Source: an optimization exercise on an open RTL-to-GDS flow (aim: small area). Production flows keep margins and buffers that such runs may drop. Only simulation tests tie the RTL to the original design; equivalence was not proved.

==> flow/design.v (excerpt) <==
module snake_top (
    input  logic        clk25,
    input  logic        rst_n,
    input  logic        key_strobe,
    input  logic [7:0]  key_code,
    input  logic        step,
    input  logic [19:0] pix,
    output logic [11:0] rgb,
    output logic [12:0] head,
    output logic [12:0] apple,
    output logic [6:0]  score,
    output logic        dead
);
    logic [2:0]  turn;
    logic        restart;
    logic [5:0]  apple_x, apple_y;
    logic [3:0]  sc;
    logic [15:0] lmask;
    logic [63:0] uvec, vvec;
    logic [1:0]  q;
    key_decode i_key_decode (
        .clk25      (clk25),
        .rst_n      (rst_n),
        .key_strobe (key_strobe),
        .key_code   (key_code),
        .turn       (turn),
        .restart    (restart)
    );
    snake_execute i_snake_execute (
        .clk25   (clk25),
        .rst_n   (rst_n),
        .step    (step),
        .turn    (turn),
        .restart (restart),
        .head    (head),
        .apple_x (apple_x),
        .apple_y (apple_y),
        .sc      (sc),
        .lmask   (lmask),
        .uvec    (uvec),
        .vvec    (vvec),
        .dead    (dead)
    );
    pixel_result i_pixel_result (
        .clk25   (clk25),
        .rst_n   (rst_n),
        .pix     (pix),
        .head    (head),
        .apple_x (apple_x),
        .apple_y (apple_y),
        .lmask   (lmask),
        .uvec    (uvec),
        .vvec    (vvec),
        .q       (q)
    );
    assign apple = {apple_y, 1'b0, apple_x};
    assign score = {3'b000, sc};
    assign rgb   = {{4{q[1] & q[0]}}, {4{q[1]}}, {4{q[0]}}};
endmodule
For scale: ~79 flip-flops, roughly 78 I/O pins, about 0.0079 mm^2 of cells after synthesis.
clock: 10.0 ns
lec_check: 0
abc_area: 1
cap_margin: 20
core_margin: 2
core_utilization: 40
place_density: 0.6
slew_margin: 20
standard.sh (not shown) runs the stock make flow with config.mk's settings and CLKGATE_MAP_FILE= SYNTH_SCRIPT=/design/flow/synth_recipe.tcl, a recipe that flattens the netlist after the stock synthesis.
==> flow/flow/run.sh <==
#!/bin/bash
# ORFS layout through standard.sh, with these changes to how it is made:
#  - synthesis: ABC maps the pixel path (pix -> rgb registers) for delay and
#    everything else for area (abc_pix.script, abc_area.script, ABC_AREA 1);
#  - port buffers are buf_1 cells;
#  - CTS inserts no dummy loads.
set -uo pipefail
rm -rf scripts_mod
cp -r "$FLOW_HOME/scripts" scripts_mod
cp flow/abc_area.script flow/abc_pix.script scripts_mod/
python3 flow/patch_synth.py scripts_mod/synth.tcl > patch.log 2>&1 || exit 1
export SCRIPTS_DIR=$PWD/scripts_mod
export BUFFER_PORTS_ARGS="-buffer_cell sky130_fd_sc_hd__buf_1"
export CTS_ARGS="-sink_clustering_enable -repair_clock_nets -dont_use_dummy_load"
bash standard.sh > standard.log 2>&1
==> flow/flow/abc_area.script <==
strash
dch
amap
topo
stime -c
==> flow/flow/abc_pix.script <==
strash
dch
map -D 2000
topo
==> flow/flow/patch_synth.py <==
# Patch a copy of ORFS's synth.tcl: map the logic in the pixel input's cone
# (pix -> rgb registers) with a delay-driven ABC script first, then the rest
# with the area script.
import sys
p = sys.argv[1]
s = open(p).read()
old = "  log_cmd abc {*}$abc_args\n"
new = '''  set a_pix [lreplace $abc_args 1 1 $::env(SCRIPTS_DIR)/abc_pix.script]
  select -set pixl w:pix %co* t:sky130_fd_sc_hd__* %d
  log_cmd abc {*}$a_pix @pixl
  select -clear
  log_cmd abc {*}$abc_args
'''
assert s.count(old) == 1
open(p, 'w').write(s.replace(old, new))
The baseline passed the timing, design-rule and antenna checks.
Change:
--- a/flow/flow/run.sh
+++ b/flow/flow/run.sh
@@ -6 +6 @@
-#  - CTS inserts no dummy loads.
+#  - CTS inserts no dummy loads and uses clkbuf_4/clkbuf_8 buffers.
@@ -14 +14 @@
-export CTS_ARGS="-sink_clustering_enable -repair_clock_nets -dont_use_dummy_load"
+export CTS_ARGS="-sink_clustering_enable -repair_clock_nets -dont_use_dummy_load -buf_list {sky130_fd_sc_hd__clkbuf_4 sky130_fd_sc_hd__clkbuf_8} -root_buf sky130_fd_sc_hd__clkbuf_8"
--- a/flow/config.mk
+++ b/flow/config.mk
@@ -9 +9 @@
-export CAP_MARGIN = 20
+export CAP_MARGIN = 0
@@ -11,0 +12 @@
+export GPL_TIMING_DRIVEN = 0
@@ -13 +14,2 @@
-export SLEW_MARGIN = 20
+export SETUP_SLACK_MARGIN = -0.3
+export SLEW_MARGIN = 0
Final cell count went down slightly.
Synthesized cell count is unchanged.
Clock skew rises by 0.022 ns.
Change:
--- a/flow/config.mk
+++ b/flow/config.mk
@@ -11 +11 @@
-export CORE_UTILIZATION = 40
+export CORE_UTILIZATION = 60
@@ -13,2 +13 @@
-export PLACE_DENSITY = 0.6
-export SETUP_SLACK_MARGIN = -0.3
+export PLACE_DENSITY = 0.75
Result:
- hold slack loses 0.017 ns
- clock-buffer cell count does not change
- non-clock buffer count climbs by 11
- first-iteration DRC count climbs by 25%
Change:
--- a/flow/flow/run.sh
+++ b/flow/flow/run.sh
@@ -6 +6 @@
-#  - CTS inserts no dummy loads and uses clkbuf_4/clkbuf_8 buffers.
+#  - CTS inserts no dummy loads.
@@ -14 +14 @@
-export CTS_ARGS="-sink_clustering_enable -repair_clock_nets -dont_use_dummy_load -buf_list {sky130_fd_sc_hd__clkbuf_4 sky130_fd_sc_hd__clkbuf_8} -root_buf sky130_fd_sc_hd__clkbuf_8"
+export CTS_ARGS="-sink_clustering_enable -repair_clock_nets -dont_use_dummy_load"
==> flow/flow/abc_pix.script (replaced) <==
strash
dch
map -D 1800
topo
--- a/flow/config.mk
+++ b/flow/config.mk
@@ -9 +9 @@
-export CAP_MARGIN = 0
+export CAP_MARGIN = 20
@@ -11,4 +11,3 @@
-export CORE_UTILIZATION = 60
-export GPL_TIMING_DRIVEN = 0
-export PLACE_DENSITY = 0.75
-export SLEW_MARGIN = 0
+export CORE_UTILIZATION = 40
+export PLACE_DENSITY = 0.6
+export SLEW_MARGIN = 20
What happened: The changed run went through all stages and came out clean; utilization drops by 25 points; wire length rises by about 4.3%; setup slack gains 0.12 ns; clock-buffer cell count is unchanged; area after synthesis rises by about 3%; fmax goes up by about 1.3%; critical path depth came out lower by 14; via count goes up by about 0.6%; sequential cell count is unchanged.

========
snake_top, a different RTL version from the one above (not shown whole).
Size in the first run: roughly 1000 cells after synthesis, about 7300 µm² of cells after synthesis.
==> flow/config.mk <==
export PLATFORM = sky130hd
export DESIGN_NAME = snake_top
export DESIGN_NICKNAME = snake_top
export VERILOG_FILES = /design/flow/design.v
export SDC_FILE = /design/flow/constraint.sdc
export NUM_CORES = 4
export LEC_CHECK = 0
export ABC_AREA = 1
export CAP_MARGIN = 0
export CORE_MARGIN = 2
export CORE_UTILIZATION = 40
export GPL_TIMING_DRIVEN = 0
export PLACE_DENSITY = 0.6
export SETUP_SLACK_MARGIN = -0.15
export SLEW_MARGIN = 0
==> flow/constraint.sdc <==
create_clock -name core_clock -period 10.0 [get_ports {clk25}]
set_input_delay 2.0000 -clock core_clock [delete_from_list [all_inputs] [get_ports {clk25}]]
set_output_delay 2.0000 -clock core_clock [all_outputs]
set_load 0.01 [all_outputs]
==> flow/flow/run.sh <==
#!/bin/bash
# ORFS layout through standard.sh, with these changes to how it is made:
#  - synthesis: ABC maps the pixel path (pix -> rgb registers) for delay and
#    everything else for area (abc_pix.script, abc_area.script, ABC_AREA 1);
#  - port buffers are buf_1 cells;
#  - CTS inserts no dummy loads and uses clkbuf_4/clkbuf_8 buffers;
#  - half-adder cells are added to the platform's don't-use list, so ABC
#    maps those sums and carries with the logic around them.
set -uo pipefail
rm -rf scripts_mod
cp -r "$FLOW_HOME/scripts" scripts_mod
cp flow/abc_area.script flow/abc_pix.script scripts_mod/
python3 flow/patch_synth.py scripts_mod/synth.tcl > patch.log 2>&1 || exit 1
export SCRIPTS_DIR=$PWD/scripts_mod
export BUFFER_PORTS_ARGS="-buffer_cell sky130_fd_sc_hd__buf_1"
export CTS_ARGS="-sink_clustering_enable -repair_clock_nets -dont_use_dummy_load -buf_list {sky130_fd_sc_hd__clkbuf_4 sky130_fd_sc_hd__clkbuf_8} -root_buf sky130_fd_sc_hd__clkbuf_8"
DU=$(sed -n '/DONT_USE_CELLS/,/^$/p' "$FLOW_HOME/platforms/$FLOW_PLATFORM/config.mk" | tr -d '\\' | sed 's/export DONT_USE_CELLS += //' | tr -s ' \n' ' ')
echo "DONT_USE_CELLS=$DU" > dont_use.log
bash standard.sh "DONT_USE_CELLS=$DU sky130_fd_sc_hd__ha_1 sky130_fd_sc_hd__ha_2 sky130_fd_sc_hd__ha_4" finish > standard.log 2>&1
==> flow/flow/abc_pix.script <==
strash
dch
map -D 2800
topo
Scripts as last shown in full above: flow/flow/abc_area.script, flow/flow/patch_synth.py
Next try:
==> flow/flow/abc_pix.script (replaced) <==
strash
dch
map -D 3300
topo
--- a/flow/config.mk
+++ b/flow/config.mk
@@ -9,7 +9,7 @@
 export CAP_MARGIN = 0
 export CORE_MARGIN = 2
-export CORE_UTILIZATION = 40
+export CORE_UTILIZATION = 30
 export GPL_TIMING_DRIVEN = 0
-export PLACE_DENSITY = 0.6
-export SETUP_SLACK_MARGIN = -0.15
+export PLACE_DENSITY = 0.55
+export SETUP_SLACK_MARGIN = -0.25
 export SLEW_MARGIN = 0
Result: Count of clock-buffer cells in the layout is unchanged. Worst setup slack is worse by 0.11 ns. Clock skew came out lower by 0.0091 ns. Wire length came out lower by 2.4%.
Next try:
==> flow/flow/abc_pix.script (replaced) <==
strash
dch
map -D 3000
topo
--- a/flow/config.mk
+++ b/flow/config.mk
@@ -9,7 +9,7 @@
 export CAP_MARGIN = 0
 export CORE_MARGIN = 2
-export CORE_UTILIZATION = 30
+export CORE_UTILIZATION = 40
 export GPL_TIMING_DRIVEN = 0
-export PLACE_DENSITY = 0.55
-export SETUP_SLACK_MARGIN = -0.25
+export PLACE_DENSITY = 0.6
+export SETUP_SLACK_MARGIN = -0.15
 export SLEW_MARGIN = 0
=> The changed run produced a clean layout; routed wire length barely changes; hold slack is worse by 0.0045 ns; area after synthesis is higher by 1.5%; count of clock-buffer cells in the layout is unchanged; final area is higher by 0.35%; via count is higher by 2.9%; utilization is higher by 11 points; global-route usage is higher by 4.7 points; critical path depth is lower by 7.

========
## xenon
Another version of the RTL of snake_top (not shown whole).
Size: ~1000 cells after synthesis, roughly 79 flip-flops, roughly 78 I/O pins, about 7600 sq um of cells after synthesis.
==> flow/config.mk <==
export PLATFORM = sky130hd
export DESIGN_NAME = snake_top
export DESIGN_NICKNAME = snake_top
export VERILOG_FILES = /design/flow/design.v
export SDC_FILE = /design/flow/constraint.sdc
export NUM_CORES = 4
export LEC_CHECK = 0
export ABC_AREA = 1
export CAP_MARGIN = 0
export CORE_MARGIN = 2
export CORE_UTILIZATION = 40
export GPL_TIMING_DRIVEN = 0
export PLACE_DENSITY = 0.6
export SETUP_SLACK_MARGIN = -0.25
export SLEW_MARGIN = 0
==> flow/constraint.sdc <==
create_clock -name core_clock -period 10.0 [get_ports {clk25}]
set_input_delay 2.0000 -clock core_clock [delete_from_list [all_inputs] [get_ports {clk25}]]
set_output_delay 2.0000 -clock core_clock [all_outputs]
set_load 0.01 [all_outputs]
==> flow/flow/abc_pix.script <==
strash
dch
map -D 2000
topo
Scripts as last shown in full above: flow/flow/run.sh, flow/flow/abc_area.script, flow/flow/patch_synth.py
> inputs changed (xenon -> onyx)
Settings: a change of SETUP_SLACK_MARGIN from -0.25 to -0.22.
==> flow/flow/run.sh <==
#!/bin/bash
# ORFS layout through standard.sh, with these changes to how it is made:
#  - synthesis: ABC maps the pixel path (pix -> rgb registers) for delay and
#    everything else for area (abc_pix.script, abc_area.script, ABC_AREA 1);
#  - port buffers are buf_1 cells;
#  - CTS inserts no dummy loads and uses clkbuf_4/clkbuf_8 buffers.
set -uo pipefail
rm -rf scripts_mod
cp -r "$FLOW_HOME/scripts" scripts_mod
cp flow/abc_area.script flow/abc_pix.script scripts_mod/
python3 flow/patch_synth.py scripts_mod/synth.tcl > patch.log 2>&1 || exit 1
export SCRIPTS_DIR=$PWD/scripts_mod
export BUFFER_PORTS_ARGS="-buffer_cell sky130_fd_sc_hd__buf_1"
export CTS_ARGS="-sink_clustering_enable -repair_clock_nets -dont_use_dummy_load -buf_list {sky130_fd_sc_hd__clkbuf_4 sky130_fd_sc_hd__clkbuf_8} -root_buf sky130_fd_sc_hd__clkbuf_8"
bash standard.sh > standard.log 2>&1
Final cycle utilization of the critical path | onyx above xenon
Utilization xenon -> onyx: up
Compared with xenon, in onyx placement-stage worst setup slack moved down; setup slack -0.30 ns; die area climbed about 2.8%; fraction of area in registers decreased 1.2 points.
Comparing onyx and xenon, fmax is higher on xenon.
Here is what was changed in the inputs of delta compared with onyx.
Settings: SETUP_SLACK_MARGIN now -0.15, was -0.22.
--- a/flow/flow/run.sh
+++ b/flow/flow/run.sh
@@ -5,3 +5,5 @@
 #  - port buffers are buf_1 cells;
-#  - CTS inserts no dummy loads and uses clkbuf_4/clkbuf_8 buffers.
+#  - CTS inserts no dummy loads and uses clkbuf_4/clkbuf_8 buffers;
+#  - half-adder cells are added to the platform's don't-use list, so ABC
+#    maps those sums and carries with the logic around them.
 set -uo pipefail
@@ -14,2 +16,4 @@
 export CTS_ARGS="-sink_clustering_enable -repair_clock_nets -dont_use_dummy_load -buf_list {sky130_fd_sc_hd__clkbuf_4 sky130_fd_sc_hd__clkbuf_8} -root_buf sky130_fd_sc_hd__clkbuf_8"
-bash standard.sh > standard.log 2>&1
+DU=$(sed -n '/DONT_USE_CELLS/,/^$/p' "$FLOW_HOME/platforms/$FLOW_PLATFORM/config.mk" | tr -d '\\' | sed 's/export DONT_USE_CELLS += //' | tr -s ' \n' ' ')
+echo "DONT_USE_CELLS=$DU" > dont_use.log
+bash standard.sh "DONT_USE_CELLS=$DU sky130_fd_sc_hd__ha_1 sky130_fd_sc_hd__ha_2 sky130_fd_sc_hd__ha_4" finish > standard.log 2>&1
Notes after the runs:
- In the reports for delta and onyx, the smaller utilization after layout belongs to delta.
- Number of global-route vias before repair: onyx vs delta, no meaningful difference
- Final weighted congestion of routability-driven global placement across delta and onyx: no real change.
- Relative to onyx, inverter count decreased by 20 in delta.
- Summary of the comparison: setup slack at placement is higher in delta, relative to onyx.
- Compared to onyx, delta shows a wider setup margin.
diff inputs: delta => willow
==> flow/flow/run.sh <==
#!/bin/bash
# ORFS layout through standard.sh, with these changes to how it is made:
#  - synthesis: ABC maps the pixel path (pix -> rgb registers) for delay and
#    everything else for area (abc_pix.script, abc_area.script, ABC_AREA 1);
#  - port buffers are buf_1 cells;
#  - CTS inserts no dummy loads and uses clkbuf_4/clkbuf_8 buffers.
set -uo pipefail
rm -rf scripts_mod
cp -r "$FLOW_HOME/scripts" scripts_mod
cp flow/abc_area.script flow/abc_pix.script scripts_mod/
python3 flow/patch_synth.py scripts_mod/synth.tcl > patch.log 2>&1 || exit 1
export SCRIPTS_DIR=$PWD/scripts_mod
export BUFFER_PORTS_ARGS="-buffer_cell sky130_fd_sc_hd__buf_1"
export CTS_ARGS="-sink_clustering_enable -repair_clock_nets -dont_use_dummy_load -buf_list {sky130_fd_sc_hd__clkbuf_4 sky130_fd_sc_hd__clkbuf_8} -root_buf sky130_fd_sc_hd__clkbuf_8"
bash standard.sh > standard.log 2>&1
### Flow results
Run comparison: willow launching element of the worst setup path pix[17]; delta launching element of the worst setup path i_snake_execute.last_dir[0]
Diff delta -> willow | layout buffer count excluding clock buffers | up by more than 10%
Diff delta -> willow: compound-cell area share of the yosys netlist moved down.

what the ideal ports hide:
How much do the figures lean on ideal ports? The routed layouts below were timed once more, with nothing changed but the port constraints.
Step 1 assumes that a clkbuf_16 drives the clock port and a buf_2 every other input.
Step 2 adds t to the input delays and takes it off the output delays; t is the mean of the earliest and latest rising clock arrival at the registers after step 1. Input paths then give back, and output paths get back, about the clock's delay inside the block.
Three values: ideal, step 1, step 2; two values: the first two.
| run | t, ns | setup WS [ns] | slew at the worst register clock pin (ns) | pins driven straight from the clock port |
|---|---|---|---|---|
| the first run of note 1 | 0.390 | 0.550 / 0.509 / 0.202 | 0.07 / 0.07 | 1 |
| the second run of note 1 | 0.420 | 0.288 / 0.284 / -0.114 | 0.11 / 0.11 | 1 |
| the third run of note 1 | 0.411 | 0.441 / 0.460 / 0.049 | 0.10 / 0.10 | 1 |
| the fourth run of note 1 | 0.391 | 0.561 / 0.514 / 0.308 | 0.08 / 0.08 | 1 |
| the first run of note 2 | 0.409 | 0.510 / 0.517 / 0.120 | 0.10 / 0.10 | 1 |
| the second run of note 2 | 0.409 | 0.402 / 0.423 / 0.014 | 0.09 / 0.09 | 1 |
| the third run of note 2 | 0.417 | 0.532 / 0.494 / 0.190 | 0.09 / 0.09 | 1 |
| xenon | 0.397 | 0.560 / 0.524 / 0.314 | 0.11 / 0.11 | 1 |
| onyx | 0.412 | 0.256 / 0.274 / -0.138 | 0.11 / 0.11 | 1 |
| delta | 0.396 | 0.628 / 0.591 / 0.305 | 0.11 / 0.11 | 1 |
| willow | 0.410 | 0.277 / 0.295 / -0.115 | 0.11 / 0.11 | 1 |
Met with ideal ports but missed after step 2: setup timing in the second run of note 1, onyx and willow. For the second run of note 1, which loses most, drivers alone change the setup slack by -0.004 ns; drivers and shift together by -0.402 ns.
